What follows belongs to an exercise in optimizing a design on an open flow for small area, a short achievable clock period and few clock cycles; a production flow would make more cautious choices. Only simulation tests tie the RTL to the original design; equivalence was not proved. Power is estimated from default activity; no workload was simulated.

===== flow/flow/run.sh =====
#!/bin/bash
# The standard layout, with the clock tree built from fewer, larger
# sink clusters and without dummy loads
set -euo pipefail
export CTS_ARGS="-sink_clustering_enable -repair_clock_nets -sink_clustering_size 30 -sink_clustering_max_diameter 45 -buf_list sky130_fd_sc_hd__clkbuf_16 -dont_use_dummy_load"
bash standard.sh finish > standard.log 2>&1

===== flow/config.mk =====
export PLATFORM = sky130hd
export DESIGN_NAME = median_filter_top
export DESIGN_NICKNAME = median_filter_top
export VERILOG_FILES = /design/flow/design.v
export SDC_FILE = /design/flow/constraint.sdc
export NUM_CORES = 4
export LEC_CHECK = 0
export ABC_CLOCK_PERIOD_IN_PS = 2500
export CAP_MARGIN = 20
export CORE_MARGIN = 2
export CORE_UTILIZATION = 55
export CTS_CLUSTER_DIAMETER = 50
export CTS_CLUSTER_SIZE = 25
export PLACE_DENSITY = 0.65
export SETUP_SLACK_MARGIN = 4.2
export SLEW_MARGIN = 20

===== flow/constraint.sdc =====
create_clock -name core_clock -period 6.0 [get_ports {CLK}]
set_input_delay 1.2000 -clock core_clock [delete_from_list [all_inputs] [get_ports {CLK}]]
set_output_delay 1.2000 -clock core_clock [all_outputs]
set_load 0.01 [all_outputs]

===== flow/standard.sh =====
#!/bin/bash
# synth_recipe.tcl (not shown) runs the flow's synth.tcl, then flattens the netlist and writes it again
# the make line also repeats each setting of config.mk as NAME=value (left out here)
make -C /OpenROAD-flow-scripts/flow DESIGN_CONFIG=/design/flow/config.mk WORK_HOME=/design/flow/orfs CLKGATE_MAP_FILE= SYNTH_SCRIPT=/design/flow/synth_recipe.tcl "${@:-finish}"

===== flow/design.v =====
package median_pkg;
  localparam int IMG_W = 16;
  localparam int IMG_H = 16;
  localparam int RING = 2 * IMG_W + 3;
  typedef logic [7:0] pixel_t;
endpackage
module frame_store (
  input  logic                CLK,
  input  logic                take,
  input  logic                zero,    
  input  median_pkg::pixel_t  din,
  output median_pkg::pixel_t  tap0,    
  output median_pkg::pixel_t  tap1,    
  output median_pkg::pixel_t  tap2     
);
  localparam int W = median_pkg::IMG_W;
  median_pkg::pixel_t ring [median_pkg::RING];
  always_ff @(posedge CLK) begin
    ring[0] <= take ? din : ring[median_pkg::RING - 1];
    for (int i = 1; i < median_pkg::RING; i++) begin
      ring[i] <= ring[i - 1];
    end
    if (zero) begin
      ring[W + 1] <= '0;
    end
  end
  assign tap0 = ring[0];
  assign tap1 = ring[W];
  assign tap2 = ring[2 * W];
endmodule
module column_history (
  input  median_pkg::pixel_t t, m, b,
  input  logic               no_bot,
  output median_pkg::pixel_t lo, mid, hi
);
  logic tm, tb, mb, tb_e, mb_e;
  pix_ge u_tm (.a(t), .b(m), .y(tm));
  pix_ge u_tb (.a(t), .b(b), .y(tb));
  pix_ge u_mb (.a(m), .b(b), .y(mb));
  assign tb_e = tb || no_bot;
  assign mb_e = mb || no_bot;
  assign lo  = (tb_e && mb_e) ? b : !tm ? t : m;
  assign hi  = (tm && tb_e) ? t : mb_e ? m : b;
  assign mid = (tm != tb_e) ? t : (tm == mb_e) ? m : b;
endmodule
module pix_ge (
  input  median_pkg::pixel_t a, b,
  output logic y
);
  logic [7:0] g1, l1;
  logic [3:0] g2, l2;
  logic [1:0] g3, l3;
  assign g1 = a & ~b;
  assign l1 = ~a & b;
  for (genvar i = 0; i < 4; i++) begin : g_l2
    assign g2[i] = g1[2*i+1] | (~l1[2*i+1] & g1[2*i]);
    assign l2[i] = l1[2*i+1] | (~g1[2*i+1] & l1[2*i]);
  end
  for (genvar i = 0; i < 2; i++) begin : g_l3
    assign g3[i] = g2[2*i+1] | (~l2[2*i+1] & g2[2*i]);
    assign l3[i] = l2[2*i+1] | (~g2[2*i+1] & l2[2*i]);
  end
  assign y = !(l3[1] | (~g3[1] & l3[0]));
endmodule
module med3 (
  input  median_pkg::pixel_t a, b, c,
  output median_pkg::pixel_t y
);
  logic ab, ac, bc;
  pix_ge u_ab (.a(a), .b(b), .y(ab));
  pix_ge u_ac (.a(a), .b(c), .y(ac));
  pix_ge u_bc (.a(b), .b(c), .y(bc));
  assign y = (ab != ac) ? a : (ab == bc) ? b : c;
endmodule
module rank_sorter (
  input  logic                CLK,
  input  logic                RST,
  input  logic                ev1,        
  input  logic                no_bot,     
  input  logic                no_low,     
  input  logic                mask_new,   
  input  logic                mask_old,   
  input  median_pkg::pixel_t  tap0,
  input  median_pkg::pixel_t  tap1,
  input  median_pkg::pixel_t  tap2,
  output logic                out_valid,
  output median_pkg::pixel_t  dout
);
  median_pkg::pixel_t s_lo, s_mid, s_hi;
  median_pkg::pixel_t lo0, mid0, hi0, lo1, mid1, hi1, lo2, mid2, hi2;
  logic mn2, mo2, nl2, ev2, ev3;
  logic lo21, lo20, lo10, md21, md20, md10, hi21, hi20, hi10;
  median_pkg::pixel_t a_w, b_w, c_w, a3, b3, c3, med;
  column_history u_col (
    .t      (tap2),
    .m      (tap1),
    .b      (tap0),
    .no_bot (no_bot),
    .lo     (s_lo),
    .mid    (s_mid),
    .hi     (s_hi)
  );
  always_ff @(posedge CLK) begin
    lo0 <= s_lo;  mid0 <= s_mid; hi0 <= s_hi;
    lo1 <= lo0;   mid1 <= mid0;  hi1 <= hi0;
    lo2 <= lo1;   mid2 <= mid1;  hi2 <= hi1;
    mn2 <= mask_new;
    mo2 <= mask_old;
    nl2 <= no_low;
  end
  always_ff @(posedge CLK) begin
    lo21 <= lo10;
    md21 <= md10;
    hi21 <= hi10;
  end
  pix_ge u_lo20 (.a(lo2),  .b(lo0),  .y(lo20));
  pix_ge u_lo10 (.a(lo1),  .b(lo0),  .y(lo10));
  pix_ge u_md20 (.a(mid2), .b(mid0), .y(md20));
  pix_ge u_md10 (.a(mid1), .b(mid0), .y(md10));
  pix_ge u_hi20 (.a(hi2),  .b(hi0),  .y(hi20));
  pix_ge u_hi10 (.a(hi1),  .b(hi0),  .y(hi10));
  always_comb begin
    if (nl2) begin
      a_w = '0;
    end else if (!mo2 && lo21 && (lo20 || mn2)) begin
      a_w = lo2;
    end else if (lo10 || mn2) begin
      a_w = lo1;
    end else begin
      a_w = lo0;
    end
  end
  always_comb begin
    if (mn2) begin
      b_w = md21 ? mid1 : mid2;
    end else if (mo2) begin
      b_w = md10 ? mid0 : mid1;
    end else if (md21 != md20) begin
      b_w = mid2;
    end else if (md21 == md10) begin
      b_w = mid1;
    end else begin
      b_w = mid0;
    end
  end
  always_comb begin
    if (mn2 || mo2) begin
      c_w = '0;
    end else if (hi20 && hi10) begin
      c_w = hi0;
    end else if (!hi21) begin
      c_w = hi2;
    end else begin
      c_w = hi1;
    end
  end
  always_ff @(posedge CLK) begin
    a3 <= a_w;
    b3 <= b_w;
    c3 <= c_w;
  end
  med3 u_m (.a(a3), .b(b3), .c(c3), .y(med));
  always_ff @(posedge CLK) begin
    dout <= med;
  end
  always_ff @(posedge CLK or posedge RST) begin
    if (RST) begin
      ev2       <= 1'b0;
      ev3       <= 1'b0;
      out_valid <= 1'b0;
    end else begin
      ev2       <= ev1;
      ev3       <= ev2;
      out_valid <= ev3;
    end
  end
endmodule
module scan_control (
  input  logic  CLK,
  input  logic  RST,
  input  logic  in_en,
  output logic  busy,
  output logic  take,
  output logic  ev1,
  output logic  no_bot,
  output logic  no_low,
  output logic  mask_new,
  output logic  mask_old
);
  localparam int LAST_ROT = median_pkg::RING - 1;
  logic [7:0] idx;     
  logic [5:0] rot;     
  logic       pend;    
  logic [4:0] fpos;    
  logic [7:0] pos;
  logic       step;
  logic [5:0] rot_nxt;
  assign take = in_en && !busy;
  assign step = take || pend;
  assign pos  = pend ? {3'd0, fpos} : idx;
  assign rot_nxt = take ? rot : (rot == 6'(LAST_ROT)) ? 6'd0 : rot + 6'd1;
  always_ff @(posedge CLK or posedge RST) begin
    if (RST) begin
      idx  <= '0;
      rot  <= '0;
      busy <= 1'b0;
      pend <= 1'b0;
      fpos <= '0;
      ev1  <= 1'b0;
    end else begin
      if (take) begin
        idx <= idx + 8'd1;
      end
      rot  <= rot_nxt;
      busy <= (rot_nxt != 6'd0);
      if (take && idx == 8'd255) begin
        pend <= 1'b1;
        fpos <= '0;
      end else if (pend) begin
        fpos <= fpos + 5'd1;
        if (fpos == 5'd16) begin
          pend <= 1'b0;
        end
      end
      ev1 <= step && (pend || idx > 8'd16);
    end
  end
  always_ff @(posedge CLK) begin
    no_bot   <= step && (pos[7:4] == 4'd0);
    no_low   <= pend && (fpos != 5'd0);
    mask_new <= (pos[3:0] == 4'd0);
    mask_old <= (pos[3:0] == 4'd1);
  end
endmodule
module median_filter_top (
  input  logic   CLK,
  input  logic   RST,
  input  median_pkg::pixel_t din,
  input  logic   in_en,
  output logic   busy,
  output logic   out_valid,
  output median_pkg::pixel_t dout
);
  logic take, ev1, no_bot, no_low, mask_new, mask_old;
  median_pkg::pixel_t tap0, tap1, tap2;
  scan_control u_scan_control (
    .CLK      (CLK),
    .RST      (RST),
    .in_en    (in_en),
    .busy     (busy),
    .take     (take),
    .ev1      (ev1),
    .no_bot   (no_bot),
    .no_low   (no_low),
    .mask_new (mask_new),
    .mask_old (mask_old)
  );
  frame_store u_frame_store (
    .CLK  (CLK),
    .take (take),
    .zero (no_bot),
    .din  (din),
    .tap0 (tap0),
    .tap1 (tap1),
    .tap2 (tap2)
  );
  rank_sorter u_rank_sorter (
    .CLK       (CLK),
    .RST       (RST),
    .ev1       (ev1),
    .no_bot    (no_bot),
    .no_low    (no_low),
    .mask_new  (mask_new),
    .mask_old  (mask_old),
    .tap0      (tap0),
    .tap1      (tap1),
    .tap2      (tap2),
    .out_valid (out_valid),
    .dout      (dout)
  );
endmodule

==> results.ini, run 1 <==
[logic_synthesis]
synth.most_common_cell=dfxtp_1
syn_area_per_cell_um2=11.92
synth_compound_area_share_pct=10.19
ys_seq_area_share_pct=68.81
synth_top_cell_area_share_pct=63.75
synth.distinct_cells=68
synth_area_mm2=0.01237
synth-edff-count=0
synthAdderAreaFrac_pct=3.873
synth-simple-area-share_pct=8.950
ys_async_sr_fraction_pct=5.967
synth_commonest_cells=394 x dfxtp_1, 88 x nand2_1, 75 x inv_1, 68 x nor2_1, 31 x mux2i_1
yosys_warnings=4
synth_top_family_by_area=compound AO/OA/AOI/OAI gates
netlist_instances=1038
synth_flop_cell=dfxtp_1
synthTopCellsByArea=dfxtp_1 64%, dfrtp_1 5.1%, nand2_1 2.7%
syn_nets=1056
synth_xor_area_share_pct=1.416
synth_seq_cells=419
synth_top_area_cell=dfxtp_1
synthMuxAreaShare_pct=3.823

[critical_path]
slowest_delay_ps=340
r2r_cells=9
end_kind=flip-flop
worst-setup-path-type=reg2reg
cp-start-kind=flip-flop
critPathRequiredTime_ps=6390
worstPathArrival_ps=2750
cp_slowest_cell=maj3_2
crit_chain=nand2b_4 -> maj3_2 -> maj3_2 -> maj3_2 -> a311oi_4 -> buf_6 -> xnor2_4 -> nor2_2 -> a211oi_2
cpMostUsedCell=maj3_2
rrSetupSlack_ps=3640
cp_top_family=adder cells
r2r_start=u_rank_sorter.a3[0]
crit_buf_inv=1
cp_max_fo=8
reg2reg_to=u_rank_sorter.dout[2]

[global_route]
overflow=0
grt_pass1_wl_um=37260
track_usage_pct=19.63
antenna_found_initial=0
grt_pass1_vias=7237
grt_start_max_net_pins=31

[cells_and_area]
ff_latch_area_mm2=0.008607
n_antenna_cell=0
final_cell_area_mm2=0.01518
stdcell_count=1420
multiInputGateArea_mm2=0.004307
fillers=1544
area_growth_pct=22.70
final_nets=1160
drive_gt1_share_pct=27.19

[pwr]
total_power_uw=8844
leakagePower_uw=0.006224
p_sw_uw=2813
pwr-share-seq_pct=44.6
p_comb_share_pct=34.5
netSwitchingFraction_pct=31.81
max-vdd-ir-drop_mv=0.3189
p_per_area_mw_per_mm2=582.6
internal_power_uw=6031
clkPwrFrac_pct=20.9

[floorplan]
rows=54
die_y_um=154.0
core_area_mm2=0.02196
pin_count=21
dieWidth_um=154.0
start_util_pct=56.34
die_area_mm2=0.02371

[sta]
hold_viol_final=0
drv_slew=0
maxSlewHeadroom_pct=41.48
setup_ws_ps=3640
rsz0062_at_grt=true
clock-skew-final_ps=37.29
period_needed_ps=2360
worst_slew_pin_slew_ps=876.8
setup_viol=0
min_period_over_period_pct=39.34
fmax_ghz=0.4237
setup_tns_ps=0

[place]
dp_slack_ps=3074
post_dp_cell_area_mm2=0.01322
place_inst=1320
gp_congestion=0.8401
io_buffers=20
dp_hpwl_um=14520

[clock_tree]
clkTransAtPathRegs_ps=100
cts_buffers=34
clk_latency_ps=520
cts_tree=built
hold_buffers=0
clock-sinks=419
clock_path_buffers=3
ctsHtreeMaxLevel=2
root_buffer=clkbuf_16

[detailed_routing]
dr_wl_met2_um=10790
viasPerCell=5.269
routedWlPerCell_um=16.39
top_layer=met4
wl_met1_um=10980
drc=0
num_vias=7482
dr_wl_met3_um=821
drtPass1Iterations=5
first_iter_violations=383
wl_um=23270
ant_nets=0

[worst_hold_path]
min_from=u_frame_store.ring[20][0]
whs_path_depth=0
holdPathEnd=u_frame_store.ring[21][0]
hp-class=reg2reg

[job]
drv_cap=0

[run_status]
outcome=timing/DRC/antenna clean

## cell type report
type / instances / share of cell area, %
sequential: 419 / 56.70
multi-input combinational: 528 / 28.37
clock buffer: 34 / 5.605
timing repair buffer: 84 / 5.110
tap: 280 / 2.308
inverter: 75 / 1.912
## layer usage
| metal | vias to the layer above | GRT usage, % |
|---|---|---|
| met4 | 0 | 8.589 |
| li1 | 3719 | - |
| met1 | 3566 | 26.98 |
| met3 | 51 | 3.044 |
| met5 | - | 0 |
| met2 | 146 | 31.03 |
## per-stage QoR
stage	util [%]	hold WS (ps)
finish	69.13	283.3
global route	69.13	291.0
CTS	67.19	289.3
detailed placement	60.20	312.1
global placement	60.19	309.7
floorplan	-	308.9
## worst max-delay path by stage
stage / from / cells past startpoint / to
final: u_rank_sorter.a3[0] / 9 / u_rank_sorter.dout[2]
after global routing: u_rank_sorter.a3[0] / 9 / u_rank_sorter.dout[2]
after CTS: u_rank_sorter.a3[0] / 9 / u_rank_sorter.dout[2]
after detailed placement: in_en / 7 / u_scan_control.busy
after global placement: in_en / 7 / u_scan_control.busy
after floorplan: u_rank_sorter.a3[0] / 8 / u_rank_sorter.dout[1]
## cell usage in the layout (no fill, tap or decap), types with 6 or more instances in the layout
master	count
dfxtp_1	355
nand2_1	83
inv_1	67
nor2_1	54
buf_4	37
clkbuf_16	34
mux2i_1	28
buf_6	26
dfrtp_1	23
dfxtp_2	22
maj3_2	20
a21oi_1	19
o21ai_1	18
maj3_1	18
dfxtp_4	17
nor2b_1	15
nand2b_1	14
nand3_1	12
a211oi_2	12
o21ai_0	10
nor2_2	10
a21oi_2	9
o221ai_1	9
a31oi_1	9
clkdlybuf4s50_1	9
xnor2_1	8
nand2b_4	8
o221ai_2	8
mux2_2	8
buf_2	8
o21ai_2	7
o21a_1	7
a21o_1	6
o31a_1	6
## cell families after synthesis
family	after synthesis
flops	419
simple gates	244
compound gates	174
buf+inv	94
mux	45
fa+ha+maj	45
xor+xnor	17
## power groups by stage
stage               Sequential (uW)  Combinational, uW  Clock (uW)
floorplan                      3800               1880           0
global placement               3970               2250           0
detailed placement             3970               2270           0
CTS                            3930               2800        1900
global route                   4020               3290        2000
finish                         3940               3050        1850
## repair_timing
item                                    CTS  global route
resized for setup                       133            78
endpoints found under the setup margin  123            77
pin swaps                                47            35
gates cloned                              3             0
endpoints found under the hold margin     0             0
buffers inserted                         46            17
## state kept, by name, indices dropped and copies added (netlist names), 5 cells and up
| signal | cells |
|---|---|
| u_scan_control.idx | 8 |
| u_rank_sorter.a3 | 8 |
| u_rank_sorter.lo2 | 8 |
| u_rank_sorter.lo1 | 8 |
| u_rank_sorter.mid1 | 8 |
| u_rank_sorter.b3 | 8 |
| u_rank_sorter.lo0 | 8 |
| u_rank_sorter.mid0 | 8 |
| u_rank_sorter.c3 | 8 |
| u_frame_store.ring | 280 |
| u_rank_sorter.hi2 | 8 |
| u_scan_control.rot | 6 |
| u_scan_control.fpos | 5 |
| u_rank_sorter.hi1 | 8 |
| u_rank_sorter.hi0 | 8 |
| u_rank_sorter.dout | 8 |
| u_rank_sorter.mid2 | 8 |
Testbench counts, summed over its fixed seeds: cycles 8,360.
==> inputs of run 2 (changes only) <==
==> flow/flow/run.sh (replaced) <==
#!/bin/bash
# The standard layout (standard.sh), with two changes:
#  - the clock tree is built without dummy loads
#  - ports are buffered with a small buffer (every port still gets one)
set -euo pipefail
export CTS_ARGS="-sink_clustering_enable -repair_clock_nets -sink_clustering_size 25 -sink_clustering_max_diameter 50 -dont_use_dummy_load"
export BUFFER_PORTS_ARGS="-buffer_cell sky130_fd_sc_hd__buf_2"
bash standard.sh finish > standard.log 2>&1
--- a/flow/config.mk
+++ b/flow/config.mk
@@ -7,3 +7,2 @@
 export LEC_CHECK = 0
-export ABC_CLOCK_PERIOD_IN_PS = 2500
 export CAP_MARGIN = 20
@@ -11,6 +10,4 @@
 export CORE_UTILIZATION = 55
-export CTS_CLUSTER_DIAMETER = 50
-export CTS_CLUSTER_SIZE = 25
 export PLACE_DENSITY = 0.65
-export SETUP_SLACK_MARGIN = 4.2
+export SETUP_SLACK_MARGIN = 3.65
 export SLEW_MARGIN = 20
==> results.ini, run 2 <==
[run_status]
outcome=timing/DRC/antenna clean

[floorplan]
rows=54
pin_count=21
core_area_mm2=0.02196
start_util_pct=56.34
die_y_um=154.0
die_area_mm2=0.02371
dieWidth_um=154.0

[pwr]
max-vdd-ir-drop_mv=0.3420
p_per_area_mw_per_mm2=582.6
leakagePower_uw=0.005820

[sta]
fmax_ghz=0.4111
maxSlewHeadroom_pct=41.76
period_needed_ps=2432
clock-skew-final_ps=50.68
setup_viol=0
hold_viol_final=0
setup_tns_ps=0
min_period_over_period_pct=40.54
worst_slew_pin_slew_ps=872.5
setup_ws_ps=3568
drv_slew=0
rsz0062_at_grt=true

[logic_synthesis]
syn_area_per_cell_um2=11.92
ys_async_sr_fraction_pct=5.967
syn_nets=1056
synthTopCellsByArea=dfxtp_1 64%, dfrtp_1 5.1%, nand2_1 2.7%
netlist_instances=1038
synth_seq_cells=419
synth_top_area_cell=dfxtp_1
yosys_warnings=4
synth_top_cell_area_share_pct=63.75
synth.most_common_cell=dfxtp_1
synth.distinct_cells=68
synth_area_mm2=0.01237
ys_seq_area_share_pct=68.81
synth_commonest_cells=394 x dfxtp_1, 88 x nand2_1, 75 x inv_1, 68 x nor2_1, 31 x mux2i_1
synth_flop_cell=dfxtp_1
synth-edff-count=0

[cells_and_area]
layout_commonest_cell=dfxtp_1
stdcell_count=1386
drive_gt1_share_pct=18.08
regMostFlops=u_frame_store.ring
n_antenna_cell=0
ff_latch_area_mm2=0.008556
fillers=1690
multiInputGateArea_mm2=0.003852
final_cell_mix=368 x dfxtp_1, 87 x nand2_1, 75 x inv_1
area_growth_pct=14.91
final_nets=1126
largest_reg_flops=280

[detailed_routing]
viasPerCell=5.235
drtPass1Iterations=5
num_vias=7256
wl_um=21730
ant_nets=0
routedWlPerCell_um=15.68
drc=0
first_iter_violations=372

[critical_path]
rrSetupSlack_ps=3570
r2r_cells=9
end_kind=flip-flop
crit_chain=nand2b_4 -> maj3_2 -> maj3_2 -> maj3_2 -> a311oi_4 -> buf_6 -> xnor2_4 -> nor2_1 -> a211oi_2
cp_max_fo=8
cpMostUsedCell=maj3_2
reg2reg_to=u_rank_sorter.dout[4]
worst-setup-path-type=reg2reg
r2r_start=u_rank_sorter.a3[0]
worstPathArrival_ps=2850
cp-start-kind=flip-flop
critPathRequiredTime_ps=6410
slowest_delay_ps=320
cp_slowest_cell=maj3_2

[place]
dp_hpwl_um=14180
place_inst=1321
dp_slack_ps=3220
gp_congestion=0.8466
io_buffers=20

[clock_tree]
clkTransAtPathRegs_ps=80
clock-sinks=419
root_buffer=clkbuf_16
clk_latency_ps=560
clock_path_buffers=3
ctsHtreeMaxLevel=1
cts_tree=built
hold_buffers=0
cts_buffers=29

[job]
drv_cap=0

[global_route]
grt_start_max_net_pins=26
grt_pass1_vias=6835
track_usage_pct=18.27
grt_pass1_wl_um=35110
overflow=0
antenna_found_initial=0

[worst_hold_path]
hp-class=reg2reg
min_from=u_frame_store.ring[28][0]
whs_path_depth=0
holdPathEnd=u_frame_store.ring[29][0]

## run 2: per-layer routing
layer / track usage [%] / wire [um] / up-vias / part of all wire, %
li1: - / - / 3645 / -
met1: 25.63 / 10330 / 3429 / 48
met2: 29.13 / 9848 / 136 / 45
met3: 3.129 / 899 / 46 / 4.1
met4: 5.741 / 657 / 0 / 3.0
met5: 0 / 0 / - / 0
## run 2: how the worst max path moves through the flow
stage                         startpoint               endpoint  slack, ps
2_1_floorplan  u_frame_store.ring[32][0]   u_rank_sorter.hi0[4]       3660
3_3_place_gp   u_frame_store.ring[16][2]   u_rank_sorter.lo0[0]       3260
3_5_place_dp   u_frame_store.ring[16][2]   u_rank_sorter.lo0[2]       3220
4_1_cts            u_rank_sorter.mid1[4]    u_rank_sorter.b3[0]       3650
5_1_grt              u_rank_sorter.a3[0]  u_rank_sorter.dout[4]       3480
6_report             u_rank_sorter.a3[0]  u_rank_sorter.dout[4]       3570
## run 2: kinds of logic after synthesis
logic type               synth area share, %
AND/OR/NAND/NOR                        8.950
multiplexers                           3.823
adder cells (fa/ha/maj)                3.873
flip-flops                             68.81
AO/OA/AOI/OAI                          10.19
buffers and inverters                  2.933
XOR/XNOR                               1.416
## run 2: where the power goes
part | switching, uW | total [uW] | internal, uW
sequential | 404 | 3900 | 3490
clock | 812 | 1660 | 846
combinational | 1370 | 2720 | 1360
## run 2: area by class of cell
class                   count  share of cell area [%]
multi-input cells         525                   27.10
flip-flops and latches    419                   60.18
clock buffers              29                   5.105
well taps                 280                   2.464
repair buffers             58                   3.168
inverters                  75                   1.980
## run 2: critical path, delay by kind of cell (launching register included)
kind | cells | cell delay, ps
flops | 1 | 310
fa+ha+maj | 3 | 910
xor+xnor | 1 | 160
buf+inv | 1 | 170
simple gates | 2 | 240
compound gates | 2 | 540
## run 2: repair_timing
item,4_1_cts,5_1_grt
cloned,1,0
endpoints found under the setup margin,55,50
resized for setup,42,61
buffers inserted,20,14
endpoints found under the hold margin,0,0
pin swaps,21,41
## run 2: stage by stage
step | util, % | power (uW) | area [um^2] | hold WS (ps)
final | 64.74 | 8282 | 14220 | 295.0
after detailed placement | 58.10 | 5903 | 12760 | 312.1
after global placement | 58.09 | 5861 | 12760 | 309.7
after global routing | 64.74 | 8758 | 14220 | 286.8
after floorplan | - | 5392 | 12370 | 309.6
after CTS | 63.27 | 8037 | 13890 | 294.3
==> inputs of run 3 (changes only) <==
--- a/flow/config.mk
+++ b/flow/config.mk
@@ -9,5 +9,5 @@
 export CORE_MARGIN = 2
-export CORE_UTILIZATION = 55
-export PLACE_DENSITY = 0.65
-export SETUP_SLACK_MARGIN = 3.65
+export CORE_UTILIZATION = 65
+export PLACE_DENSITY = 0.75
+export SETUP_SLACK_MARGIN = 3.55
 export SLEW_MARGIN = 20
==> results.ini, run 3 <==
[place]
post_dp_cell_area_mm2=0.01270
gp_congestion=0.8624
io_buffers=20
dp_hpwl_um=13920

[clock_tree]
root_buffer=clkbuf_16
cts_tree=built
clock-sinks=419
cts_buffers=28
ctsHtreeMaxLevel=1
clock_path_buffers=3
hold_buffers=0
clkTransAtPathRegs_ps=90
clk_latency_ps=550

[logic_synthesis]
netlist_instances=1038
synth_commonest_cells=394 x dfxtp_1, 88 x nand2_1, 75 x inv_1, 68 x nor2_1, 31 x mux2i_1
synth_area_mm2=0.01237
ys_seq_area_share_pct=68.81
synth.most_common_cell=dfxtp_1
yosys_warnings=4
ys_async_sr_fraction_pct=5.967
syn_nets=1056
synth-edff-count=0
syn_area_per_cell_um2=11.92
synthTopCellsByArea=dfxtp_1 64%, dfrtp_1 5.1%, nand2_1 2.7%
synth_flop_cell=dfxtp_1
synth_top_cell_area_share_pct=63.75
synth.distinct_cells=68
synth_seq_cells=419
synth_top_area_cell=dfxtp_1

[floorplan]
start_util_pct=66.14
dieWidth_um=142.0
die_y_um=142.0
rows=50
die_area_mm2=0.02015
pin_count=21
core_area_mm2=0.01871

[global_route]
antenna_found_initial=0
grt_pass1_wl_um=35020
track_usage_pct=21.77
grt_pass1_vias=7007
grt_start_max_net_pins=26
overflow=0

[pwr]
pwr-share-seq_pct=49.4
p_comb_share_pct=29.8
p_per_area_mw_per_mm2=573.0
leakagePower_uw=0.005654
p_sw_uw=2480
netSwitchingFraction_pct=31.43
clkPwrFrac_pct=20.8
max-vdd-ir-drop_mv=0.3401
internal_power_uw=5412

[critical_path]
end_kind=flip-flop
critPathRequiredTime_ps=6440
r2r_start=u_rank_sorter.mid1[4]
worst-setup-path-type=reg2reg
r2r_cells=9
worstPathArrival_ps=2880
rrSetupSlack_ps=3560
cp_max_fo=6
cp-start-kind=flip-flop
reg2reg_to=u_rank_sorter.b3[2]

[sta]
worst_slew_pin_slew_ps=881.9
maxSlewHeadroom_pct=40.84
setup_tns_ps=0
clock-skew-final_ps=51.93
min_period_over_period_pct=40.66
fmax_ghz=0.4099
setup_viol=0
hold_viol_final=0
rsz0062_at_grt=true
period_needed_ps=2439
drv_slew=0

[detailed_routing]
num_vias=7235
first_iter_violations=481
wl_um=21560
ant_nets=0
routedWlPerCell_um=16.30
viasPerCell=5.469
drc=0
drtPass1Iterations=5

[cells_and_area]
multiInputGateArea_mm2=0.003700
final_cell_area_mm2=0.01377
layout_commonest_cell=dfxtp_1
area_growth_pct=11.33
regMostFlops=u_frame_store.ring
largest_reg_flops=280
ff_latch_area_mm2=0.008529
final_nets=1109
drive_gt1_share_pct=12.58
n_antenna_cell=0
fillers=1247
final_cell_mix=385 x dfxtp_1, 87 x nand2_1, 74 x inv_1

[worst_hold_path]
hp-class=reg2reg
whs_path_depth=0
min_from=u_frame_store.ring[27][7]
holdPathEnd=u_frame_store.ring[28][7]

[job]
drv_cap=0

[run_status]
outcome=timing/DRC/antenna clean

## run 3: cell counts after synthesis
No cell type changed its count.
## run 3: power by group through the flow
stage	clock [uW]	combinational, uW	sequential, uW
2_1_floorplan	0	1600	3790
3_3_place_gp	0	1910	3910
3_5_place_dp	0	1950	3940
4_1_cts	1680	2180	3900
5_1_grt	1770	2570	3980
6_report	1640	2350	3900
## run 3: how the worst max path moves through the flow
stage,from,to,slack (ps),cells past startpoint
6_report,u_rank_sorter.mid1[4],u_rank_sorter.b3[2],3560,9
5_1_grt,u_rank_sorter.a3[0],u_rank_sorter.dout[3],3470,9
4_1_cts,u_rank_sorter.mid1[4],u_rank_sorter.b3[2],3540,9
3_5_place_dp,u_rank_sorter.mid1[0],u_rank_sorter.b3[2],2890,9
3_3_place_gp,u_rank_sorter.mid1[0],u_rank_sorter.b3[0],2950,9
2_1_floorplan,u_frame_store.ring[32][0],u_rank_sorter.mid0[5],3640,9
## run 3: per-stage QoR
step / utilization, % / std cells / total power [uW] / setup slack (ps) / hold WS [ps]
detailed placement: 67.89 / 1275 / 5895 / 2892 / 312.1
finish: 73.63 / 1323 / 7893 / 3561 / 281.5
global route: 73.63 / 1323 / 8313 / 3466 / 289.4
global placement: 67.89 / 1275 / 5822 / 2949 / 309.6
CTS: 72.90 / 1316 / 7756 / 3543 / 283.1
floorplan: - / 1038 / 5390 / 3635 / 309.6
## run 3: kinds of logic (layout without fill, tap and decap cells)
logic type,Yosys count,after routing,synth area share [%]
AOI/OAI and AO/OA,174,175,10.19
xor gates and xnor gates,17,17,1.416
adders and majority gates,45,45,3.873
buffers and inverters,94,144,2.933
DFF,419,419,68.81
muxes,45,45,3.823
and+or+nand+nor,244,244,8.950
## run 3: cell type report
class | instances | share of cell area [%]
Clock buffer | 28 | 5.087
Multi-Input combinational cell | 526 | 26.86
Timing Repair Buffer | 41 | 1.953
Inverter | 75 | 2.044
Sequential cell | 419 | 61.93
Tap cell | 234 | 2.126
## run 3: routing by layer
metal | share of wire [%] | global-route usage [%] | wire, um
met5 | 0 | 0 | 0
met4 | 1.9 | 6.421 | 411
met3 | 4.3 | 3.533 | 919
met2 | 48 | 37.28 | 10360
met1 | 46 | 28.81 | 9875
## run 3: critical path: stages, from the launching register on
cell and delay [ps]:
dfxtp_2 360, nand2b_1 150, maj3_1 360, maj3_1 380, nor2_2 150, a221oi_4 50, buf_4 200, mux2i_4 270
o221ai_1 180, o221ai_1 230
## run 3: repair_timing
item / in CTS / in global routing
pin swaps: 8 / 28
setup endpoints to repair: 47 / 44
setup buffers: 13 / 6
cloned: 0 / 1
gates resized for setup: 21 / 26
==> inputs of run 4 (changes only) <==
--- a/flow/config.mk
+++ b/flow/config.mk
@@ -9,4 +9,4 @@
 export CORE_MARGIN = 2
-export CORE_UTILIZATION = 65
-export PLACE_DENSITY = 0.75
+export CORE_UTILIZATION = 75
+export PLACE_DENSITY = 0.85
 export SETUP_SLACK_MARGIN = 3.55
==> results.ini, run 4 <==
[logic_synthesis]
synth-edff-count=0
ys_seq_area_share_pct=68.81
synth.distinct_cells=68
synthTopCellsByArea=dfxtp_1 64%, dfrtp_1 5.1%, nand2_1 2.7%
yosys_warnings=4
synth_commonest_cells=394 x dfxtp_1, 88 x nand2_1, 75 x inv_1, 68 x nor2_1, 31 x mux2i_1
synth_area_mm2=0.01237
synth_top_area_cell=dfxtp_1
synth.most_common_cell=dfxtp_1
synth_flop_cell=dfxtp_1
synth_seq_cells=419
ys_async_sr_fraction_pct=5.967
syn_area_per_cell_um2=11.92
netlist_instances=1038
syn_nets=1056
synth_top_cell_area_share_pct=63.75

[detailed_routing]
wl_um=31220
drtPass1Iterations=6
routedWlPerCell_um=23.73
ant_nets=0
num_vias=8291
drc=0
first_iter_violations=782
viasPerCell=6.300

[critical_path]
slowest_delay_ps=470
cpMostUsedCell=o221ai_1
worstPathArrival_ps=2950
cp-start-kind=flip-flop
crit_buf_inv=1
r2r_cells=8
end_kind=flip-flop
cp_top_family=compound AO/OA/AOI/OAI gates
crit_chain=o221ai_1 -> o221ai_1 -> maj3_2 -> o21ai_4 -> xor2_4 -> buf_4 -> mux2i_2 -> o21ai_2
cp_slowest_cell=dfxtp_1
cp_num_cells=8
cp_max_fo=8
critPathRequiredTime_ps=6410
worst-setup-path-type=reg2reg

[sta]
min_period_over_period_pct=42.45
drv_slew=0
period_needed_ps=2547
setup_viol=0
hold_viol_final=0
worst_slew_pin_slew_ps=941.5
clock-skew-final_ps=78.84
maxSlewHeadroom_pct=37.15
fmax_ghz=0.3926
holdWs_ps=307.5
setup_ws_ps=3453
setup_tns_ps=0
rsz0062_at_grt=true

[clock_tree]
cts_tree=built
hold_buffers=0
clock_path_buffers=3
ctsHtreeMaxLevel=1
clkTransAtPathRegs_ps=100
root_buffer=clkbuf_16
cts_buffers=26
clk_latency_ps=570
clock-sinks=419

[cells_and_area]
final_nets=1119
drive_gt1_share_pct=17.02
final_cell_mix=374 x dfxtp_1, 87 x nand2_1, 74 x inv_1
layout_commonest_cell=dfxtp_1
final_cell_area_mm2=0.01401
area_growth_pct=13.26
fillers=678
largest_reg_flops=280
utilization_pct=87.57
regMostFlops=u_frame_store.ring

[global_route]
overflow=0
grt_pass1_vias=7983
track_usage_pct=31.84
grt_start_max_net_pins=26
antenna_found_initial=2
grt_pass1_wl_um=43730

[worst_hold_path]
whs_path_depth=0
hp-class=reg2reg

[floorplan]
start_util_pct=77.32
dieWidth_um=132.4
pin_count=21
core_area_mm2=0.01600
rows=46
die_area_mm2=0.01754
die_y_um=132.4

[place]
gp_congestion=0.8866
dp_hpwl_um=15680
dp_slack_ps=3144
post_dp_cell_area_mm2=0.01269
io_buffers=20

[run_status]
outcome=timing/DRC/antenna clean

[pwr]
max-vdd-ir-drop_mv=0.4499
leakagePower_uw=0.005820
p_per_area_mw_per_mm2=602.5

[job]
drv_cap=0

## run 4: cell counts after synthesis
Identical to the previous run, type by type.
## run 4: what timing repair did
action | in CTS | in global routing
setup buffers | 21 | 8
gates resized for setup | 41 | 60
gates cloned | 1 | 0
endpoints found under the setup margin | 54 | 49
pin swaps | 16 | 32
## run 4: per-layer routing
metal  share of wire, %  wire length, um  track usage (%)
met1                 37            11590            39.48
met2                 50            15640            55.30
met3                7.0             2184            5.057
met4                5.8             1807            14.22
met5                  0                0                0
## run 4: where the power goes
part | total [uW] | internal [uW] | switching, uW
combinational | 2790 | 1270 | 1520
sequential | 4000 | 3500 | 505
clock | 1650 | 768 | 886
## run 4: path summary, 6_finish.rpt
path / start / to / slack, ps
worst max-delay path: u_frame_store.ring[0][2] / u_rank_sorter.mid0[2] / 3450
worst min-delay path: u_frame_store.ring[14][4] / u_frame_store.ring[15][4] / 310
worst max register to register: u_frame_store.ring[0][2] / u_rank_sorter.mid0[2] / 3450
worst min register to register: u_frame_store.ring[14][4] / u_frame_store.ring[15][4] / 310
max in group asynchronous: RST / u_scan_control.idx[6] / 4980
min in group asynchronous: RST / u_scan_control.idx[3] / 580
## run 4: cell type report
type	instances	area, um^2	share of cell area [%]
Timing Repair Buffer	53	394.1	2.813
Sequential cell	419	8546	60.99
Tap cell	216	270.3	1.929
Clock buffer	26	650.6	4.643
Inverter	75	281.5	2.009
Antenna cell	1	2.502	0.01786
Multi-Input combinational cell	526	3867	27.60
## run 4: cell families after synthesis
logic type      after synthesis  synth area share, %
compound gates              174                10.19
xor+xnor                     17                1.416
simple gates                244                8.950
flops                       419                68.81
mux                          45                3.823
fa+ha+maj                    45                3.873
buf+inv                      94                2.933
## run 4: metrics by stage
| stage | total power [uW] | instances |
|---|---|---|
| floorplan | 5390 | 1038 |
| CTS | 8075 | 1306 |
| global route | 8759 | 1315 |
| global placement | 5816 | 1257 |
| finish | 8442 | 1316 |
| detailed placement | 5968 | 1258 |
==> inputs of run 5 (changes only) <==
--- a/flow/config.mk
+++ b/flow/config.mk
@@ -7,7 +7,10 @@
 export LEC_CHECK = 0
+export ABC_CLOCK_PERIOD_IN_PS = 2500
 export CAP_MARGIN = 20
 export CORE_MARGIN = 2
-export CORE_UTILIZATION = 75
-export PLACE_DENSITY = 0.85
-export SETUP_SLACK_MARGIN = 3.55
+export CORE_UTILIZATION = 55
+export CTS_CLUSTER_DIAMETER = 50
+export CTS_CLUSTER_SIZE = 25
+export PLACE_DENSITY = 0.65
+export SETUP_SLACK_MARGIN = 3.5
 export SLEW_MARGIN = 20
==> results.ini, run 5 <==
[run_status]
outcome=timing/DRC/antenna clean

[critical_path]
r2r_start=u_rank_sorter.a3[0]
worstPathArrival_ps=2850
reg2reg_to=u_rank_sorter.dout[3]
r2r_cells=9
worst-setup-path-type=reg2reg
crit_buf_inv=1
critPathRequiredTime_ps=6400
rrSetupSlack_ps=3550
cpMostUsedCell=maj3_2
cp_slowest_cell=dfxtp_2
critPathCapture=u_rank_sorter.dout[3]
cp_top_family=adder cells
cp-start-kind=flip-flop
cp_max_fo=8
crit_chain=nand2b_1 -> maj3_2 -> maj3_2 -> maj3_2 -> a311oi_4 -> buf_6 -> xnor2_4 -> nor2_1 -> a211oi_1
cp_num_cells=9
end_kind=flip-flop
cp-startpoint=u_rank_sorter.a3[0]
slowest_delay_ps=330

[sta]
drv_slew=0
setup_viol=0
maxSlewHeadroom_pct=51.13
hold_viol_final=0
min_period_over_period_pct=40.80
rsz0062_at_grt=true
fmax_ghz=0.4085
worst_slew_pin_slew_ps=732.1
clock-skew-final_ps=69.29
period_needed_ps=2448
setup_tns_ps=0

[cells_and_area]
utilization_pct=63.62
largest_reg_flops=280
area_growth_pct=12.91
final_nets=1122
regMostFlops=u_frame_store.ring
layout_commonest_cell=dfxtp_1
final_cell_area_mm2=0.01397
final_cell_mix=385 x dfxtp_1, 88 x nand2_1, 75 x inv_1
n_antenna_cell=0
drive_gt1_share_pct=13.70

[logic_synthesis]
ys_seq_area_share_pct=68.81
synth_area_mm2=0.01237
synth-edff-count=0
yosys_warnings=4
synth_seq_cells=419
synth_top_area_cell=dfxtp_1
synth_commonest_cells=394 x dfxtp_1, 88 x nand2_1, 75 x inv_1, 68 x nor2_1, 31 x mux2i_1
synth.distinct_cells=68
synth.most_common_cell=dfxtp_1
synthTopCellsByArea=dfxtp_1 64%, dfrtp_1 5.1%, nand2_1 2.7%
ys_async_sr_fraction_pct=5.967
synth_top_cell_area_share_pct=63.75
syn_area_per_cell_um2=11.92
syn_nets=1056
synth_flop_cell=dfxtp_1
netlist_instances=1038

[global_route]
grt_pass1_vias=6857
antenna_found_initial=0
track_usage_pct=18.05
overflow=0
grt_pass1_wl_um=34710
grt_start_max_net_pins=26

[floorplan]
die_area_mm2=0.02371
die_y_um=154.0
pin_count=21
rows=54
core_area_mm2=0.02196
start_util_pct=56.34
dieWidth_um=154.0

[detailed_routing]
first_iter_violations=452
routedWlPerCell_um=15.42
wl_um=21310
viasPerCell=5.179
drtPass1Iterations=5
num_vias=7157
ant_nets=0
drc=0

[job]
drv_cap=0

[clock_tree]
clk_latency_ps=570
ctsHtreeMaxLevel=1
root_buffer=clkbuf_16
hold_buffers=0
cts_tree=built
clkTransAtPathRegs_ps=70
clock_path_buffers=3
clock-sinks=419
cts_buffers=30

[place]
post_dp_cell_area_mm2=0.01276
gp_congestion=0.8495
dp_hpwl_um=14100
io_buffers=20

[pwr]
total_power_uw=8066
p_per_area_mw_per_mm2=577.4
leakagePower_uw=0.005738
max-vdd-ir-drop_mv=0.3485

[worst_hold_path]
hp-class=reg2reg

## run 5: cell counts after synthesis
No cell type changed its count.
## run 5: final cells by class
| type | count | area (um^2) |
|---|---|---|
| Inverter | 75 | 281.5 |
| Fill cell | 1698 | 7989 |
| Clock buffer | 30 | 750.7 |
| Timing Repair Buffer | 52 | 351.6 |
| Multi-Input combinational cell | 526 | 3709 |
| Sequential cell | 419 | 8527 |
| Tap cell | 280 | 350.3 |
## run 5: kinds of logic (layout without fill, tap and decap cells)
family	count (synthesis)	in the layout	synth area share [%]
AO/OA/AOI/OAI	174	175	10.19
XOR/XNOR	17	17	1.416
adder cells (fa/ha/maj)	45	45	3.873
buffers and inverters	94	157	2.933
flip-flops	419	419	68.81
multiplexers	45	45	3.823
AND/OR/NAND/NOR	244	244	8.950
## run 5: worst register-to-register path: stages (launching register included)
cell	delay, ps
dfxtp_2	330
nand2b_1	140
maj3_2	310
maj3_2	310
maj3_2	330
a311oi_4	310
buf_6	160
xnor2_4	170
nor2_1	70
a211oi_1	200
## run 5: stage by stage
stage / hold slack, ps / std cells / setup WS, ps
after floorplan: 309.6 / 1038 / 3635
after global placement: 309.7 / 1321 / 3105
after detailed placement: 312.1 / 1321 / 3070
after CTS: 298.2 / 1370 / 3419
after global routing: 314.1 / 1382 / 3469
final: 298.6 / 1382 / 3552
## run 5: timing repair
item                                    in CTS  in global routing
resized for setup                           10                 35
endpoints found under the setup margin      49                 44
cloned                                       0                  1
pin swaps                                    7                 12
setup buffers                               19                 10
## run 5: where the power goes
part | internal [uW] | switching (uW) | leakage (uW) | total, uW
registers | 3490 | 400 | 0.00351 | 3890
logic | 1200 | 1280 | 0.00185 | 2480
clock network | 874 | 823 | 0.000370 | 1700
## run 5: worst min path at each step
stage,startpoint,to,slack (ps),cells past startpoint
after global routing,u_frame_store.ring[31][6],u_frame_store.ring[32][6],310,0
after detailed placement,u_frame_store.ring[17][2],u_frame_store.ring[18][2],310,0
after global placement,u_frame_store.ring[11][1],u_frame_store.ring[12][1],310,0
after floorplan,u_frame_store.ring[9][0],u_frame_store.ring[10][0],310,0
after CTS,u_frame_store.ring[9][0],u_frame_store.ring[10][0],300,0
final,u_frame_store.ring[9][0],u_frame_store.ring[10][0],300,0
## run 5: metal layers
layer	part of all wire (%)	vias to the layer above	GRT usage, %
met5	0	-	0
met4	2.3	0	4.806
met3	3.5	35	2.762
met2	45	127	29.34
met1	49	3355	25.39
li1	-	3640	-
==> inputs of run 6 (changes only) <==
--- a/flow/flow/run.sh
+++ b/flow/flow/run.sh
@@ -5,3 +5,3 @@
 set -euo pipefail
-export CTS_ARGS="-sink_clustering_enable -repair_clock_nets -sink_clustering_size 25 -sink_clustering_max_diameter 50 -dont_use_dummy_load"
+export CTS_ARGS="-sink_clustering_enable -repair_clock_nets -sink_clustering_size 35 -sink_clustering_max_diameter 45 -dont_use_dummy_load"
 export BUFFER_PORTS_ARGS="-buffer_cell sky130_fd_sc_hd__buf_2"
--- a/flow/config.mk
+++ b/flow/config.mk
@@ -7,3 +7,2 @@
 export LEC_CHECK = 0
-export ABC_CLOCK_PERIOD_IN_PS = 2500
 export CAP_MARGIN = 20
@@ -11,4 +10,2 @@
 export CORE_UTILIZATION = 55
-export CTS_CLUSTER_DIAMETER = 50
-export CTS_CLUSTER_SIZE = 25
 export PLACE_DENSITY = 0.65
==> results.ini, run 6 <==
[logic_synthesis]
synth-edff-count=0
ys_async_sr_fraction_pct=5.967
synth_area_mm2=0.01237
synth.most_common_cell=dfxtp_1
yosys_warnings=4
netlist_instances=1038
synth_commonest_cells=394 x dfxtp_1, 88 x nand2_1, 75 x inv_1, 68 x nor2_1, 31 x mux2i_1
synth_top_cell_area_share_pct=63.75
synth_flop_cell=dfxtp_1
ys_seq_area_share_pct=68.81
syn_area_per_cell_um2=11.92
synth.distinct_cells=68
synth_seq_cells=419
syn_nets=1056
synth_top_area_cell=dfxtp_1
synthTopCellsByArea=dfxtp_1 64%, dfrtp_1 5.1%, nand2_1 2.7%

[sta]
drv_slew=0
maxSlewHeadroom_pct=46.13
fmax_ghz=0.4084
holdWs_ps=293.3
clock-skew-final_ps=82.41
rsz0062_at_grt=true
setup_viol=0
setup_tns_ps=0
min_period_over_period_pct=40.81
worst_slew_pin_slew_ps=807.0
hold_viol_final=0
period_needed_ps=2449

[detailed_routing]
ant_nets=0
first_iter_violations=414
drc=0
drtPass1Iterations=7
wl_um=21490
num_vias=7153
routedWlPerCell_um=15.54
viasPerCell=5.172

[cells_and_area]
layout_commonest_cell=dfxtp_1
regMostFlops=u_frame_store.ring
drive_gt1_share_pct=13.51
largest_reg_flops=280
ff_latch_area_mm2=0.008523
n_antenna_cell=0
fillers=1688
area_growth_pct=13.87
multiInputGateArea_mm2=0.003717
final_cell_mix=388 x dfxtp_1, 87 x nand2_1, 75 x inv_1
final_nets=1123

[global_route]
overflow=0
grt_pass1_vias=6837
grt_start_max_net_pins=33
grt_pass1_wl_um=34520
track_usage_pct=18.13
antenna_found_initial=0

[critical_path]
cp_slowest_cell=dfxtp_2
end_kind=flip-flop
worstPathArrival_ps=2810
cp-start-kind=flip-flop
cp_max_fo=8
cp_top_family=adder cells
worst-setup-path-type=reg2reg
critPathRequiredTime_ps=6360
crit_buf_inv=1
slowest_delay_ps=330
crit_chain=nand2b_1 -> maj3_2 -> maj3_2 -> maj3_2 -> a311oi_4 -> buf_6 -> xnor2_4 -> nor2_1 -> a211oi_1
cpMostUsedCell=maj3_2

[floorplan]
rows=54
die_y_um=154.0
die_area_mm2=0.02371
pin_count=21
start_util_pct=56.34
dieWidth_um=154.0
core_area_mm2=0.02196

[place]
dp_hpwl_um=14100
io_buffers=20
gp_congestion=0.8495

[pwr]
leakagePower_uw=0.005785
max-vdd-ir-drop_mv=0.3375
p_per_area_mw_per_mm2=585.2

[clock_tree]
clock-sinks=419
hold_buffers=0
cts_buffers=36
cts_tree=built
root_buffer=clkbuf_16
ctsHtreeMaxLevel=2
clock_path_buffers=3
clkTransAtPathRegs_ps=70
clk_latency_ps=540

[run_status]
outcome=timing/DRC/antenna clean

[worst_hold_path]
hp-class=reg2reg

[job]
drv_cap=0

==> run 6: cell type report <==
| cell class | instances | share of cell area, % |
|---|---|---|
| Sequential cell | 419 | 60.50 |
| Clock buffer | 36 | 6.395 |
| Multi-Input combinational cell | 526 | 26.39 |
| Inverter | 75 | 1.998 |
| Tap cell | 280 | 2.487 |
| Timing Repair Buffer | 47 | 2.229 |
==> run 6: timing repair <==
item | 4_1_cts | 5_1_grt
gates cloned | 0 | 1
gates resized for setup | 14 | 31
setup endpoints to repair | 47 | 38
pin swaps | 6 | 12
setup buffers | 15 | 9
endpoints found under the hold margin | 0 | 0
==> run 6: kinds of logic (layout without fill, tap and decap cells) <==
group / Yosys count / after routing / synth area share (%)
xor gates and xnor gates: 17 / 17 / 1.416
muxes: 45 / 45 / 3.823
AOI/OAI and AO/OA: 174 / 175 / 10.19
and+or+nand+nor: 244 / 244 / 8.950
adders and majority gates: 45 / 45 / 3.873
DFF: 419 / 419 / 68.81
buffers and inverters: 94 / 158 / 2.933
==> run 6: worst paths after layout <==
path                       slack [ps]                        end  cells after the start                       from
max in group asynchronous        4800        u_scan_control.pend                      3                        RST
hold / removal                    290  u_frame_store.ring[24][6]                      0  u_frame_store.ring[23][6]
setup reg to reg                 3550      u_rank_sorter.dout[3]                      9        u_rank_sorter.a3[0]
setup / recovery                 3550      u_rank_sorter.dout[3]                      9        u_rank_sorter.a3[0]
hold reg to reg                   290  u_frame_store.ring[24][6]                      0  u_frame_store.ring[23][6]
min in group asynchronous         730      u_scan_control.idx[6]                      2                        RST
==> run 6: through the flow <==
stage	utilization (%)	instance area (um^2)	total power (uW)	std cells	worst slack (ps)
floorplan	-	12370	5390	1038	3635
global placement	58.09	12760	5866	1321	3105
detailed placement	58.09	12760	5900	1321	3070
CTS	63.17	13870	8021	1372	3476
global route	64.15	14090	8723	1383	3469
finish	64.15	14090	8244	1383	3551
==> run 6: power breakdown <==
part           switching, uW  internal, uW
sequential               400          3490
combinational           1280          1160
clock                    861          1050
total                   2540          5710
==> run 6: worst register-to-register path, cell delays in order, from the launching register on <==
cell      delay [ps]
dfxtp_2          330
nand2b_1         140
maj3_2           310
maj3_2           310
maj3_2           330
a311oi_4         310
buf_6            170
xnor2_4          170
nor2_1            70
a211oi_1         190
==> run 6: metal layers <==
metal	GRT usage, %	part of all wire, %	up-vias
met5	0	0	-
met4	5.830	1.9	0
met3	3.072	3.8	32
met2	29.02	46	132
met1	25.30	49	3352
li1	-	-	3637
==> inputs of run 7 (changes only) <==
--- a/flow/flow/run.sh
+++ b/flow/flow/run.sh
@@ -5,3 +5,3 @@
 set -euo pipefail
-export CTS_ARGS="-sink_clustering_enable -repair_clock_nets -sink_clustering_size 35 -sink_clustering_max_diameter 45 -dont_use_dummy_load"
+export CTS_ARGS="-sink_clustering_enable -repair_clock_nets -sink_clustering_size 18 -sink_clustering_max_diameter 40 -dont_use_dummy_load -root_buf sky130_fd_sc_hd__clkbuf_16 -buf_list sky130_fd_sc_hd__clkbuf_8"
 export BUFFER_PORTS_ARGS="-buffer_cell sky130_fd_sc_hd__buf_2"
--- a/flow/config.mk
+++ b/flow/config.mk
@@ -9,5 +9,5 @@
 export CORE_MARGIN = 2
-export CORE_UTILIZATION = 55
-export PLACE_DENSITY = 0.65
-export SETUP_SLACK_MARGIN = 3.5
+export CORE_UTILIZATION = 65
+export PLACE_DENSITY = 0.75
+export SETUP_SLACK_MARGIN = 3.55
 export SLEW_MARGIN = 20
==> results.ini, run 7 <==
[place]
post_dp_cell_area_mm2=0.01270
io_buffers=20
dp_hpwl_um=13920
place_inst=1275
gp_congestion=0.8624

[sta]
fmax_ghz=0.4113
maxSlewHeadroom_pct=41.53
clock-skew-final_ps=68.27
worst_slew_pin_slew_ps=871.7
min_period_over_period_pct=40.52
setup_viol=0
rsz0062_at_grt=true
setup_tns_ps=0
holdWs_ps=303.7
drv_slew=0
hold_viol_final=0
period_needed_ps=2431

[global_route]
overflow=0
grt_start_max_net_pins=26
track_usage_pct=21.69
antenna_found_initial=0
grt_pass1_vias=7067
grt_pass1_wl_um=34800

[pwr]
pwr-share-seq_pct=49.8
p_comb_share_pct=31.5
clkPwrFrac_pct=18.8
internal_power_uw=5329
p_sw_uw=2497
p_per_area_mw_per_mm2=568.1
netSwitchingFraction_pct=31.91
leakagePower_uw=0.005658
max-vdd-ir-drop_mv=0.3600

[critical_path]
rrSetupSlack_ps=3570
cp_max_fo=4
worst-setup-path-type=reg2reg
cp-start-kind=flip-flop
slowest_delay_ps=340
end_kind=flip-flop
crit_chain=nor2b_1 -> maj3_2 -> or3_1 -> o22a_4 -> nor2_2 -> mux2i_4 -> buf_4 -> o221ai_2 -> o221ai_1
critPathRequiredTime_ps=6340
cp_slowest_cell=dfxtp_1
worstPathArrival_ps=2770

[logic_synthesis]
synth_commonest_cells=394 x dfxtp_1, 88 x nand2_1, 75 x inv_1, 68 x nor2_1, 31 x mux2i_1
syn_nets=1056
synth-simple-area-share_pct=8.950
synth.distinct_cells=68
synth_seq_cells=419
synth-edff-count=0
syn_area_per_cell_um2=11.92
synth_top_family_by_area=compound AO/OA/AOI/OAI gates
synth_compound_area_share_pct=10.19
synthMuxAreaShare_pct=3.823
synthTopCellsByArea=dfxtp_1 64%, dfrtp_1 5.1%, nand2_1 2.7%
yosys_warnings=4
synthAdderAreaFrac_pct=3.873
netlist_instances=1038
synth_top_area_cell=dfxtp_1
synth_area_mm2=0.01237
synth_xor_area_share_pct=1.416
ys_async_sr_fraction_pct=5.967
synth_top_cell_area_share_pct=63.75
ys_seq_area_share_pct=68.81
synth.most_common_cell=dfxtp_1
synth_flop_cell=dfxtp_1

[floorplan]
dieWidth_um=142.0
pin_count=21
core_area_mm2=0.01871
rows=50
die_y_um=142.0
start_util_pct=66.14
die_area_mm2=0.02015

[run_status]
outcome=timing/DRC/antenna clean

[clock_tree]
clock_path_buffers=3
clkTransAtPathRegs_ps=90
clk_latency_ps=500
cts_tree=built
root_buffer=clkbuf_16
cts_buffers=40
ctsHtreeMaxLevel=2
clock-sinks=419

[cells_and_area]
area_growth_pct=11.35
largest_reg_flops=280
final_cell_area_mm2=0.01378
layout_commonest_cell=dfxtp_1
final_nets=1126
final_cell_mix=385 x dfxtp_1, 87 x nand2_1, 74 x inv_1
drive_gt1_share_pct=14.65
n_antenna_cell=0
regMostFlops=u_frame_store.ring
stdcell_count=1340

[detailed_routing]
wl_um=21240
drc=0
ant_nets=0
routedWlPerCell_um=15.85
drtPass1Iterations=5
num_vias=7267
viasPerCell=5.423
first_iter_violations=543

[job]
drv_cap=0

[worst_hold_path]
hp-class=reg2reg

run 7: changes by cell type in the layout (fill, tap and decap cells not counted), sizes merged:
cell    change
a31oi       -1
clkbuf      +4
clkinv      +1
inv         -1
run 7: per-layer routing:
| layer | up-vias | part of all wire, % | track usage, % |
|---|---|---|---|
| met5 | - | 0 | 0 |
| met3 | 29 | 4.2 | 4.105 |
| met2 | 152 | 48 | 36.84 |
| met4 | 0 | 1.9 | 6.211 |
| met1 | 3437 | 46 | 28.66 |
| li1 | 3649 | - | - |
run 7: final cells by class:
class | instances | area (um^2)
Multi-Input combinational cell | 525 | 3749
Tap cell | 234 | 292.8
Timing Repair Buffer | 47 | 314.1
Clock buffer | 40 | 606.8
Inverter | 75 | 281.5
Fill cell | 1276 | 4930
Sequential cell | 419 | 8532
run 7: final timing paths:
check | startpoint | endpoint | depth (start not counted)
max | u_rank_sorter.mid2[6] | u_rank_sorter.b3[0] | 9
min | u_scan_control.mask_old | u_rank_sorter.mo2 | 0
max reg2reg | u_rank_sorter.mid2[6] | u_rank_sorter.b3[0] | 9
min reg2reg | u_scan_control.mask_old | u_rank_sorter.mo2 | 0
max in group asynchronous | RST | u_scan_control.idx[2] | 2
min in group asynchronous | RST | u_scan_control.fpos[4] | 2
run 7: cell families (layout without fill, tap and decap cells):
kind of cell | Yosys count | count (layout)
XOR/XNOR | 17 | 17
flip-flops | 419 | 419
AND/OR/NAND/NOR | 244 | 244
multiplexers | 45 | 45
AO/OA/AOI/OAI | 174 | 174
buffers and inverters | 94 | 162
adder cells (fa/ha/maj) | 45 | 45
run 7: timing repair:
| action | 4_1_cts | 5_1_grt |
|---|---|---|
| hold buffers | 0 | 0 |
| endpoints found under the setup margin | 49 | 43 |
| pin swaps | 9 | 25 |
| gates resized for setup | 22 | 38 |
| setup buffers | 14 | 11 |
run 7: worst max-delay path, delay by kind of cell, from the launching register on:
| family | cells | cell delay [ps] |
|---|---|---|
| AOI/OAI and AO/OA | 3 | 610 |
| adders and majority gates | 1 | 320 |
| buffers and inverters | 1 | 170 |
| DFF | 1 | 340 |
| muxes | 1 | 130 |
| and+or+nand+nor | 3 | 710 |
run 7: through the flow:
stage	power, uW	worst slack [ps]	util [%]
after global routing	8272	3495	73.65
final	7826	3569	73.65
after CTS	7577	3530	72.42
after global placement	5822	2949	67.89
after floorplan	5390	3635	-
after detailed placement	5895	2892	67.89
run 7: power by group through the flow:
stage | Combinational, uW | Clock, uW | Sequential, uW
floorplan | 1600 | 0 | 3790
global placement | 1910 | 0 | 3910
detailed placement | 1950 | 0 | 3940
CTS | 2180 | 1510 | 3890
global route | 2680 | 1620 | 3970
finish | 2460 | 1470 | 3900
==> inputs of run 8 (changes only) <==
--- a/flow/flow/run.sh
+++ b/flow/flow/run.sh
@@ -2,3 +2,4 @@
 # The standard layout (standard.sh), with two changes:
-#  - the clock tree is built without dummy loads
+#  - the clock tree is built without dummy loads, from clkbuf_8 leaf
+#    buffers over smaller sink clusters
 #  - ports are buffered with a small buffer (every port still gets one)
--- a/flow/config.mk
+++ b/flow/config.mk
@@ -11,3 +11,3 @@
 export PLACE_DENSITY = 0.75
-export SETUP_SLACK_MARGIN = 3.55
+export SETUP_SLACK_MARGIN = 3.45
 export SLEW_MARGIN = 20
==> results.ini, run 8 <==
[run_status]
outcome=timing/DRC/antenna clean

[worst_hold_path]
hp-class=reg2reg

[logic_synthesis]
synth_top_cell_area_share_pct=63.75
synth_flop_cell=dfxtp_1
synth_xor_area_share_pct=1.416
synthAdderAreaFrac_pct=3.873
synth.distinct_cells=68
synth_commonest_cells=394 x dfxtp_1, 88 x nand2_1, 75 x inv_1, 68 x nor2_1, 31 x mux2i_1
netlist_instances=1038
synth_area_mm2=0.01237
syn_area_per_cell_um2=11.92
ys_seq_area_share_pct=68.81
synthTopCellsByArea=dfxtp_1 64%, dfrtp_1 5.1%, nand2_1 2.7%
synth_top_area_cell=dfxtp_1
synth_compound_area_share_pct=10.19
synth-edff-count=0
synth_seq_cells=419
syn_nets=1056
synth-simple-area-share_pct=8.950
yosys_warnings=4
synth.most_common_cell=dfxtp_1
synthMuxAreaShare_pct=3.823
synth_top_family_by_area=compound AO/OA/AOI/OAI gates
ys_async_sr_fraction_pct=5.967

[sta]
setup_tns_ps=0
worst_slew_pin_slew_ps=872.8
min_period_over_period_pct=41.59
hold_viol_final=0
fmax_ghz=0.4007
clock-skew-final_ps=67.49
setup_viol=0
period_needed_ps=2496
maxSlewHeadroom_pct=41.45
drv_slew=0
rsz0062_at_grt=false

[cells_and_area]
area_growth_pct=10.43
regMostFlops=u_frame_store.ring
final_cell_area_mm2=0.01366
fillers=1291
n_antenna_cell=0
final_nets=1123
final_cell_mix=389 x dfxtp_1, 87 x nand2_1, 74 x inv_1
drive_gt1_share_pct=12.78
layout_commonest_cell=dfxtp_1
largest_reg_flops=280

[global_route]
grt_pass1_wl_um=34210
grt_pass1_vias=6932
overflow=0
grt_start_max_net_pins=26
antenna_found_initial=0
track_usage_pct=21.39

[critical_path]
cp_max_fo=8
cpMostUsedCell=maj3_2
critPathRequiredTime_ps=6310
end_kind=flip-flop
slowest_delay_ps=340
worst-setup-path-type=reg2reg
worstPathArrival_ps=2810
cp-start-kind=flip-flop
cp_slowest_cell=dfxtp_1
crit_chain=nand2b_1 -> maj3_2 -> maj3_2 -> maj3_2 -> a311oi_4 -> buf_6 -> nand3_1 -> nand2_2 -> a211oi_2

[pwr]
internal_power_uw=5231
clkPwrFrac_pct=19.1
leakagePower_uw=0.005631
p_comb_share_pct=30.1
p_sw_uw=2428
p_per_area_mw_per_mm2=560.6
netSwitchingFraction_pct=31.70
total_power_uw=7658
max-vdd-ir-drop_mv=0.3600
pwr-share-seq_pct=50.8

[detailed_routing]
viasPerCell=5.368
first_iter_violations=530
wl_um=21060
num_vias=7177
drc=0
drtPass1Iterations=5
routedWlPerCell_um=15.75
ant_nets=0

[clock_tree]
root_buffer=clkbuf_16
clk_latency_ps=500
cts_buffers=40
cts_tree=built
clock_path_buffers=3
clock-sinks=419
ctsHtreeMaxLevel=2
clkTransAtPathRegs_ps=90

[floorplan]
start_util_pct=66.14
pin_count=21
die_area_mm2=0.02015
core_area_mm2=0.01871
die_y_um=142.0
rows=50
dieWidth_um=142.0

[place]
dp_hpwl_um=13920
io_buffers=20
gp_congestion=0.8624
post_dp_cell_area_mm2=0.01270

[job]
drv_cap=0

[run 8: cell count changes in the layout (fill, tap and decap cells not counted), moves of 2 or more]
cell,change
dfxtp_1,+4
dfxtp_4,-3
o221ai_1,+5
nor2_2,-3
nor2_1,+3
maj3_2,-3
maj3_1,+3
a221oi_1,+2
buf_4,-3
a221oi_2,-2
o221ai_2,-5
[run 8: final cells by class]
class                      count  area, um^2  share of cell area, %
inverter                      75       281.5                  2.061
tap                          234       292.8                  2.143
multi-input combinational    525        3661                  26.80
clock buffer                  40       606.8                  4.442
sequential                   419        8519                  62.36
timing repair buffer          44       300.3                  2.198
[run 8: worst max-delay path: cells and delay by family, from the launching register on]
family                   cells  cell delay, ps
adder cells (fa/ha/maj)      3             950
AND/OR/NAND/NOR              3             480
flip-flops                   1             340
AO/OA/AOI/OAI                2             390
buffers and inverters        1             160
[run 8: logic make-up after synthesis]
| kind of cell | Yosys count |
|---|---|
| simple gates | 244 |
| fa+ha+maj | 45 |
| flops | 419 |
| buf+inv | 94 |
| xor+xnor | 17 |
| mux | 45 |
| compound gates | 174 |
[run 8: worst paths after layout]
check | cells past startpoint | to | slack [ps] | start
setup / recovery | 9 | u_rank_sorter.dout[4] | 3500 | u_rank_sorter.a3[0]
hold / removal | 0 | u_rank_sorter.mo2 | 310 | u_scan_control.mask_old
hold reg to reg | 0 | u_rank_sorter.mo2 | 310 | u_scan_control.mask_old
max in group asynchronous | 2 | u_scan_control.idx[2] | 4780 | RST
min in group asynchronous | 2 | u_scan_control.fpos[4] | 760 | RST
setup reg to reg | 9 | u_rank_sorter.dout[4] | 3500 | u_rank_sorter.a3[0]
[run 8: timing repair]
item	4_1_cts	5_1_grt
setup buffers	5	17
endpoints found under the setup margin	37	42
pin swaps	3	10
resized for setup	12	22
hold buffers	0	0
[run 8: metal layers]
metal  wire length [um]  GRT usage [%]  vias up
li1                   -              -     3627
met1               9728          28.21     3382
met2               9966          35.72      136
met3                897          4.341       32
met4                469          7.053        0
met5                  0              0        -
[run 8: stage by stage]
stage,utilization [%],hold WS [ps],worst slack [ps],std cells
6_report,73.04,305.6,3505,1337
2_1_floorplan,-,309.6,3635,1038
3_5_place_dp,67.89,312.1,2892,1275
3_3_place_gp,67.89,309.6,2949,1275
4_1_cts,71.82,302.0,3446,1320
5_1_grt,73.04,305.5,3401,1337
[run 8: power groups by stage]
stage                     combinational, uW  sequential [uW]  clock, uW
after detailed placement               1950             3940          0
after floorplan                        1600             3790          0
final                                  2310             3890       1460
after CTS                              2090             3890       1510
after global placement                 1910             3910          0
after global routing                   2530             3970       1620

[port drivers added, routing unchanged]
The results above use ideal ports. As a check the final layouts listed here were re-extracted and re-timed, cells and wires unchanged.
Step 1, drivers: a clkbuf_16 drives CLK and a buf_2 each remaining input, both assumed.
Step 2, shift: input delay + t, output delay - t, t = (earliest + latest rising clock arrival at the registers) / 2. This alone moves slack from input paths to output paths.
Slacks: ideal ports / drivers / drivers and shift; pairs: ideal ports / drivers.
run	shift t [ns]	setup WS [ns]	hold WS [ns]	pins driven straight from the clock port
run 1	0.541	3.640 / 3.640 / 3.640	0.283 / 0.283 / 0.283	1
run 2	0.578	3.568 / 3.568 / 3.330	0.295 / 0.295 / 0.295	1
run 3	0.567	3.561 / 3.561 / 3.344	0.282 / 0.282 / 0.282	1
run 4	0.587	3.453 / 3.453 / 3.119	0.308 / 0.308 / 0.308	1
run 5	0.580	3.552 / 3.552 / 3.380	0.299 / 0.299 / 0.299	1
run 6	0.544	3.551 / 3.551 / 3.380	0.293 / 0.293 / 0.293	1
run 7	0.513	3.569 / 3.569 / 3.329	0.304 / 0.304 / 0.304	1
run 8	0.511	3.504 / 3.504 / 3.325	0.306 / 0.306 / 0.306	1
After both steps every run listed still meets setup and hold. The setup slack of run 4, which loses most, moves by 0.000 ns with the drivers and by -0.334 ns with both steps.
